Background: an optimization exercise with open tools, aiming at small area. Do not read the settings as production practice. Only simulation tests tie the RTL to the original design; equivalence was not proved.

Design minilab_top, start of the top module:
module minilab_top (
  input  logic        CLOCK_50,
  input  logic        KEY,
  input  logic [9:0]  SW,
  output logic        LEDR,
  output logic [6:0]  HEX0,
  output logic [6:0]  HEX1,
  output logic [6:0]  HEX2,
  output logic [6:0]  HEX3,
  output logic [6:0]  HEX4,
  output logic [6:0]  HEX5,
  output logic        mem_read,
  output logic [31:0] mem_address,
  input  logic [63:0] mem_readdata,
  input  logic        mem_readdatavalid,
  input  logic        mem_waitrequest
);
  localparam int RW = 19;
  logic       pass;       
  logic       is_b;       
  logic [2:0] row;        
  logic       req;        
  logic       wait_rsp;   
  logic [2:0] j;          
  logic       done;
  logic capture;
  assign capture = wait_rsp && mem_readdatavalid;
  always_ff @(posedge CLOCK_50 or negedge KEY) begin
    if (!KEY) begin
      pass     <= 1'b0;
      is_b     <= 1'b1;
      row      <= 3'd0;
      req      <= 1'b0;
      wait_rsp <= 1'b0;
      j        <= 3'd0;
      done     <= 1'b0;
    end else begin
      if (req && !mem_waitrequest) begin
        req      <= 1'b0;
        wait_rsp <= 1'b1;
      end
      if (capture) begin
        wait_rsp <= 1'b0;
        if (is_b) begin
          is_b <= 1'b0;
          req  <= 1'b1;
        end else begin
          j <= 3'd1;
        end
      end
      if (j != 3'd0) j <= j + 3'd1;
      if (j == 3'd7) begin
        row <= row + 3'd1;
        if (row == 3'd7) begin
          if (pass) begin
            is_b <= 1'b1;
          end else begin
            pass <= 1'b1;
            is_b <= 1'b1;
            req  <= 1'b1;
          end
        end else begin
          req <= 1'b1;
        end
      end
      if (pass && is_b && !req && !wait_rsp) done <= 1'b1;
      if (!req && !wait_rsp && is_b && !pass && j == 3'd0) req <= 1'b1;
    end
  end
  assign mem_read    = req;
  assign mem_address = is_b ? 32'd0 : {28'd0, 1'b0, row} + 32'd1;
  assign LEDR        = done;
  logic [31:0] h;
  assign h = pass ? mem_readdata[31:0] : mem_readdata[63:32];
  logic [31:0] b_q;
  always_ff @(posedge CLOCK_50) begin
    if (capture && is_b) b_q <= h;
  end
  ...
Size in the first run: about 150 I/O pins, about 11000 um^2 of cells after synthesis.
clock: 8.0 ns
lec_check: 0
cap_margin: 0
core_margin: 2
core_utilization: 50
gpl_timing_driven: 0
slew_margin: 0
standard.sh (not shown) runs the stock make flow with config.mk's settings and CLKGATE_MAP_FILE= SYNTH_SCRIPT=/design/flow/synth_recipe.tcl, a recipe that flattens the netlist after the stock synthesis.
==> flow/flow/run.sh <==
#!/bin/bash
# Layout flow: the standard flow (standard.sh) with these changes:
#  - synthesis maps logic with yosys's default (area-oriented) ABC script,
#    without ORFS's half/full-adder extraction, Kogge-Stone adder map or pass-through output
#    buffers (flow/my_synth.tcl); registers are mapped
#    exactly as in the standard synthesis;
#  - port buffers use the smallest buffer cell;
#  - clock tree: clkbuf_8 leaf clusters, no dummy loads.
# Each tool's output goes to flow_run.log (make) and ORFS's own logs.
set -euo pipefail
HERE=$(pwd)
sed "s|SYNTH_SCRIPT=[^ ]*|SYNTH_SCRIPT=$HERE/flow/my_synth.tcl|" standard.sh > my_standard.sh
export BUFFER_PORTS_ARGS="-buffer_cell sky130_fd_sc_hd__buf_1"
export CTS_ARGS="-sink_clustering_enable -repair_clock_nets -dont_use_dummy_load -buf_list sky130_fd_sc_hd__clkbuf_8 -sink_clustering_size 16 -sink_clustering_max_diameter 60"
export MY_ABC_D=8000
bash my_standard.sh ADDER_MAP_FILE= SYNTH_OPERATIONS_ARGS=-noshare SYNTH_INSBUF=0 finish > flow_run.log 2>&1
==> flow/flow/my_synth.tcl <==
# synth_recipe.tcl with an area-oriented ABC mapping: the default yosys ABC
# script in place of ORFS's speed script. Everything else (front end,
# register mapping, flatten and renames) is the same as the standard flow's.
proc synth {args} { yosys synth -nofsm -noshare {*}$args }
proc abc {args} {
  set keep {}
  set i 0
  while {$i < [llength $args]} {
    set a [lindex $args $i]
    if {$a eq "-script" || $a eq "-constr" || $a eq "-D"} {
      incr i 2
      continue
    }
    lappend keep $a
    incr i
  }
  if {[info exists ::env(MY_ABC_D)] && $::env(MY_ABC_D) ne ""} {
    lappend keep -D $::env(MY_ABC_D)
  }
  yosys abc {*}$keep
}
source $::env(SCRIPTS_DIR)/synth.tcl
# left out here: clear keep_hierarchy, flatten, clean up, hide names made inside functions, write 1_2_yosys.v
The first run completed without violations.
Rerun with:
--- a/flow/flow/run.sh
+++ b/flow/flow/run.sh
@@ -14 +14 @@
-export CTS_ARGS="-sink_clustering_enable -repair_clock_nets -dont_use_dummy_load -buf_list sky130_fd_sc_hd__clkbuf_8 -sink_clustering_size 16 -sink_clustering_max_diameter 60"
+export CTS_ARGS="-sink_clustering_enable -repair_clock_nets -dont_use_dummy_load -buf_list sky130_fd_sc_hd__clkbuf_8 -sink_clustering_size 20 -sink_clustering_max_diameter 50"
CAP_MARGIN = 20   (was 0)
CORE_UTILIZATION = 60   (was 50)
SLEW_MARGIN = 20   (was 0)
The changed run ran to the end with no violations.
Wire length came out higher by 0.94%.
Area after synthesis is unchanged.
Hold slack degrades by 0.0084 ns.
Rerun with:
--- a/flow/flow/run.sh
+++ b/flow/flow/run.sh
@@ -3 +3 @@
-#  - synthesis maps logic with yosys's default (area-oriented) ABC script,
+#  - synthesis maps logic with an area-oriented ABC script (flow/area.abc),
@@ -14,2 +14,2 @@
-export CTS_ARGS="-sink_clustering_enable -repair_clock_nets -dont_use_dummy_load -buf_list sky130_fd_sc_hd__clkbuf_8 -sink_clustering_size 20 -sink_clustering_max_diameter 50"
-export MY_ABC_D=8000
+export CTS_ARGS="-sink_clustering_enable -repair_clock_nets -dont_use_dummy_load -buf_list sky130_fd_sc_hd__clkbuf_8 -sink_clustering_size 16 -sink_clustering_max_diameter 60"
+export MY_ABC_SCRIPT=$HERE/flow/area.abc
==> flow/flow/area.abc (new file) <==
strash
&get -n
&fraig -x
&put
dc2
strash
dch -f
amap -m
--- a/flow/flow/my_synth.tcl
+++ b/flow/flow/my_synth.tcl
@@ -19,0 +20,3 @@
+  if {[info exists ::env(MY_ABC_SCRIPT)] && $::env(MY_ABC_SCRIPT) ne ""} {
+    lappend keep -script $::env(MY_ABC_SCRIPT)
+  }
CORE_UTILIZATION = 40   (was 60)
Final cell count increases by 16%.
Worst setup slack improves by 0.86 ns.
Synthesized cell count rose by about 11%.
Final area went down by 3.4%.
Maximum frequency grows by 12%.
Utilization is lower by 24 points.
Routed wire length shrinks by 2.9%.
Clock skew increases by 0.018 ns.
Rerun with:
--- a/flow/flow/run.sh
+++ b/flow/flow/run.sh
@@ -3 +3 @@
-#  - synthesis maps logic with an area-oriented ABC script (flow/area.abc),
+#  - synthesis maps logic with yosys's default (area-oriented) ABC script,
@@ -15 +15 @@
-export MY_ABC_SCRIPT=$HERE/flow/area.abc
+export MY_ABC_D=8000
--- a/flow/flow/my_synth.tcl
+++ b/flow/flow/my_synth.tcl
@@ -20,3 +19,0 @@
-  if {[info exists ::env(MY_ABC_SCRIPT)] && $::env(MY_ABC_SCRIPT) ne ""} {
-    lappend keep -script $::env(MY_ABC_SCRIPT)
-  }
removed: flow/flow/area.abc
After rerunning:
- non-clock buffer count is lower by 1
- sequential share of layout area came out lower by 2.2 points
- utilization went up by 0.28 points
- synthesized cell count is lower by 10%
- die area rises by 3.4%
- final cell count fell by 6.3%
- cell area increases by 4.0%
- global-route usage goes up by 0.36 points

---

run 1:
Another version of the RTL of minilab_top (not shown whole).
Size in the first run: about 1100 cells after synthesis, ~220 flip-flops, roughly 150 I/O pins, ~13000 um^2 of cells after synthesis.
clock: 8.0 ns
lec_check: 0
cap_margin: 20
core_margin: 2
core_utilization: 40
cts_buf_list: sky130_fd_sc_hd__clkbuf_2 sky130_fd_sc_hd__clkbuf_4 sky130_fd_sc_hd__clkbuf_8
gpl_timing_driven: 0
slew_margin: 20
run.sh (not shown) runs the stock make flow with config.mk's settings and CLKGATE_MAP_FILE= SYNTH_SCRIPT=/design/flow/synth_recipe.tcl, a recipe that flattens the netlist after the stock synthesis.
Stock flow here: none of the scripts above is used.
--- input diff run 1..run 2 ---
==> flow/flow/run.sh (new file) <==
#!/bin/bash
# Layout flow: the standard flow (standard.sh) with these changes:
#  - synthesis maps logic with yosys's default (area-oriented) ABC script,
#    without ORFS's half/full-adder extraction, Kogge-Stone adder map or
#    pass-through output buffers (flow/my_synth.tcl); registers are mapped
#    exactly as in the standard synthesis;
#  - port buffers use the smallest buffer cell;
#  - clock tree: clkbuf_8 leaf clusters, no dummy loads.
# Each tool's output goes to flow_run.log (make) and ORFS's own logs.
set -euo pipefail
HERE=$(pwd)
sed "s|SYNTH_SCRIPT=[^ ]*|SYNTH_SCRIPT=$HERE/flow/my_synth.tcl|" standard.sh > my_standard.sh
export BUFFER_PORTS_ARGS="-buffer_cell sky130_fd_sc_hd__buf_1"
export CTS_ARGS="${CTS_ARGS_OVERRIDE:--sink_clustering_enable -repair_clock_nets -dont_use_dummy_load -buf_list sky130_fd_sc_hd__clkbuf_8 -sink_clustering_size 16 -sink_clustering_max_diameter 60}"
bash my_standard.sh ADDER_MAP_FILE= SYNTH_OPERATIONS_ARGS=-noshare SYNTH_INSBUF=0 finish > flow_run.log 2>&1
==> flow/flow/my_synth.tcl (new file) <==
# synth_recipe.tcl with an area-oriented ABC mapping: the default yosys ABC
# script in place of ORFS's speed script. Everything else (front end,
# register mapping, flatten and renames) is the same as the standard flow's.
proc synth {args} { yosys synth -nofsm -noshare {*}$args }
proc abc {args} {
  set keep {}
  set i 0
  while {$i < [llength $args]} {
    set a [lindex $args $i]
    if {$a eq "-script" || $a eq "-constr" || $a eq "-D"} {
      incr i 2
      continue
    }
    lappend keep $a
    incr i
  }
  yosys abc {*}$keep
}
source $::env(SCRIPTS_DIR)/synth.tcl
# left out here: clear keep_hierarchy, flatten, clean up, hide names made inside functions, write 1_2_yosys.v
==> flow/standard.sh (new file) <==
#!/bin/bash
# synth_recipe.tcl (not shown) runs the flow's synth.tcl, then flattens the netlist and writes it again
# the make line also repeats each setting of config.mk as NAME=value (left out here)
make -C /OpenROAD-flow-scripts/flow DESIGN_CONFIG=/design/flow/config.mk WORK_HOME=/design/flow/orfs CLKGATE_MAP_FILE= SYNTH_SCRIPT=/design/flow/synth_recipe.tcl "${@:-finish}"
diff --git a/flow/config.mk b/flow/config.mk
--- a/flow/config.mk
+++ b/flow/config.mk
@@ -11 +10,0 @@
-export CTS_BUF_LIST = sky130_fd_sc_hd__clkbuf_2 sky130_fd_sc_hd__clkbuf_4 sky130_fd_sc_hd__clkbuf_8
removed: flow/run.sh
Results
- What the final checks of run 2 revealed, after a flow that finished every stage, was a layout that fails on setup timing.
- Worst path arrival time in run 2 vs run 1: up 580 ps
- Looking at launch point of the worst path, the mem_readdata[29] result is from run 2; the j[1] one comes from run 1.
- Changes observed in run 2 relative to run 1: buffer count from post-CTS setup fixing picked up an extra 43; flip-flop and latch area neither gained nor lost much; via count of the first global-routing pass lost 1835; area added between synthesis and finish picked up an extra 2.2 points.
- Of run 2 and run 1, it is run 2 that has the higher proportion of synthesized chip area in sequential cells.
## Diff of input files: run 3 against run 2
diff --git a/flow/flow/run.sh b/flow/flow/run.sh
--- a/flow/flow/run.sh
+++ b/flow/flow/run.sh
@@ -3,3 +3,3 @@
-#  - synthesis maps logic with yosys's default (area-oriented) ABC script,
-#    without ORFS's half/full-adder extraction, Kogge-Stone adder map or
-#    pass-through output buffers (flow/my_synth.tcl); registers are mapped
+#  - synthesis maps logic with an area-oriented ABC script (flow/area.abc),
+#    without ORFS's half/full-adder extraction, Kogge-Stone adder map or pass-through output
+#    buffers (flow/my_synth.tcl); registers are mapped
@@ -14 +14,2 @@
-export CTS_ARGS="${CTS_ARGS_OVERRIDE:--sink_clustering_enable -repair_clock_nets -dont_use_dummy_load -buf_list sky130_fd_sc_hd__clkbuf_8 -sink_clustering_size 16 -sink_clustering_max_diameter 60}"
+export CTS_ARGS="-sink_clustering_enable -repair_clock_nets -dont_use_dummy_load -buf_list sky130_fd_sc_hd__clkbuf_8 -sink_clustering_size 16 -sink_clustering_max_diameter 60"
+export MY_ABC_SCRIPT=$HERE/flow/area.abc
==> flow/flow/area.abc (new file) <==
strash
&get -n
&fraig -x
&put
dc2
strash
dch -f
amap -m -F 5 -A 10
diff --git a/flow/flow/my_synth.tcl b/flow/flow/my_synth.tcl
--- a/flow/flow/my_synth.tcl
+++ b/flow/flow/my_synth.tcl
@@ -16,0 +17,6 @@
+  if {[info exists ::env(MY_ABC_D)] && $::env(MY_ABC_D) ne ""} {
+    lappend keep -D $::env(MY_ABC_D)
+  }
+  if {[info exists ::env(MY_ABC_SCRIPT)] && $::env(MY_ABC_SCRIPT) ne ""} {
+    lappend keep -script $::env(MY_ABC_SCRIPT)
+  }
==> run summary <==
The final layout from run 3, which completed every stage, passed the timing, design-rule and antenna checks at the end of the flow. Between run 2 and run 3, the flow reports first-pass GRT wire length increasing by a few percent. Routed wire length in run 3 vs run 2: up 2.4%. Run 3 vs run 2, destination of the critical timing path: res[4][18] vs res[2][18]. Compared run 3 vs run 2, and worst endpoint data arrival time is down in run 3.
Changes in run 4 relative to run 3:
==> flow/flow/run.sh <==
#!/bin/bash
# Layout flow: the standard flow (standard.sh) with these changes:
#  - synthesis maps logic with yosys's default (area-oriented) ABC script,
#    without ORFS's half/full-adder extraction, Kogge-Stone adder map or
#    pass-through output buffers (flow/my_synth.tcl); registers are mapped
#    exactly as in the standard synthesis;
#  - port buffers use the smallest buffer cell;
#  - clock tree: clkbuf_16 leaf clusters of up to 30, no dummy loads.
# Each tool's output goes to flow_run.log (make) and ORFS's own logs.
set -euo pipefail
HERE=$(pwd)
sed "s|SYNTH_SCRIPT=[^ ]*|SYNTH_SCRIPT=$HERE/flow/my_synth.tcl|" standard.sh > my_standard.sh
export BUFFER_PORTS_ARGS="-buffer_cell sky130_fd_sc_hd__buf_1"
export CTS_ARGS="${CTS_ARGS_OVERRIDE:--sink_clustering_enable -repair_clock_nets -dont_use_dummy_load -buf_list sky130_fd_sc_hd__clkbuf_16 -sink_clustering_size 30 -sink_clustering_max_diameter 100}"
bash my_standard.sh ADDER_MAP_FILE= SYNTH_OPERATIONS_ARGS=-noshare SYNTH_INSBUF=0 finish > flow_run.log 2>&1
diff --git a/flow/flow/my_synth.tcl b/flow/flow/my_synth.tcl
--- a/flow/flow/my_synth.tcl
+++ b/flow/flow/my_synth.tcl
@@ -17,6 +16,0 @@
-  if {[info exists ::env(MY_ABC_D)] && $::env(MY_ABC_D) ne ""} {
-    lappend keep -D $::env(MY_ABC_D)
-  }
-  if {[info exists ::env(MY_ABC_SCRIPT)] && $::env(MY_ABC_SCRIPT) ne ""} {
-    lappend keep -script $::env(MY_ABC_SCRIPT)
-  }
removed: flow/flow/area.abc
Findings:
| post-CTS setup buffer count | run 4 vs run 3 | 41 higher |
Run 4 ends up with a mean area per synthesized cell that is about 15% higher than in run 3.
NOTE: post-synthesis share of cell area spent on xor and xnor gates in run 4 exceeds that of run 3
Nothing crashed in run 4 and all stages finished; the problem is that the final layout failed, the offending checks being setup timing.
[compare] base=run 3 new=run 4: total number of vias down 6.1%; via count normalized by instance count down 0.18.
Diff run 3 and run 4: standard-cell row count lower in run 3
Number of logic stages on the critical path including buffering in run 4 vs run 3: down 19
Compared with run 3, run 4 shows a smallest hold slack that is 55 ps higher.
Synthesized area is lower on run 3

## separate check: timing with driven ports
The flow's constraints put no driver on any port. The routed layouts listed below were extracted and timed again, unchanged, in two steps. Step 1 (the two cells are an assumption about what drives the block):
set clk [get_ports {CLOCK_50}]
set_driving_cell -lib_cell sky130_fd_sc_hd__clkbuf_16 $clk
set_driving_cell -lib_cell sky130_fd_sc_hd__buf_2 [delete_from_list [all_inputs] $clk]
Step 2 also shifts input and output timing later by t, the mid clock arrival at the registers, as if the neighbouring blocks saw the same clock. Slacks: ideal / step 1 / step 2; pairs: ideal / step 1.
| run | shift t [ns] | slack for setup (ns) | latest minus earliest clock arrival (ns) | worst register clock-pin slew, ns |
|---|---|---|---|---|
| the first run of note 1 | 0.534 | 0.230 / 0.247 / -0.287 | 0.067 / 0.068 | 0.10 / 0.10 |
| the second run of note 1 | 0.553 | 0.187 / 0.207 / -0.346 | 0.051 / 0.051 | 0.11 / 0.11 |
| the third run of note 1 | 0.535 | 1.043 / 1.065 / 0.530 | 0.069 / 0.068 | 0.10 / 0.10 |
| the fourth run of note 1 | 0.539 | 0.177 / 0.179 / -0.360 | 0.071 / 0.071 | 0.10 / 0.10 |
| run 1 | 0.568 | 0.564 / 0.564 / 0.059 | 0.031 / 0.031 | 0.06 / 0.06 |
| run 2 | 0.547 | -0.024 / -0.009 / -0.556 | 0.054 / 0.054 | 0.10 / 0.10 |
| run 3 | 0.557 | 0.639 / 0.655 / 0.097 | 0.041 / 0.041 | 0.10 / 0.10 |
| run 4 | 0.506 | -0.044 / -0.020 / -0.526 | 0.025 / 0.025 | 0.11 / 0.11 |
Met with ideal ports but missed after step 2: setup timing in the first run of note 1, the second run of note 1 and the fourth run of note 1. For run 3, which loses most, drivers alone change the setup slack by +0.016 ns; drivers and shift together by -0.542 ns.
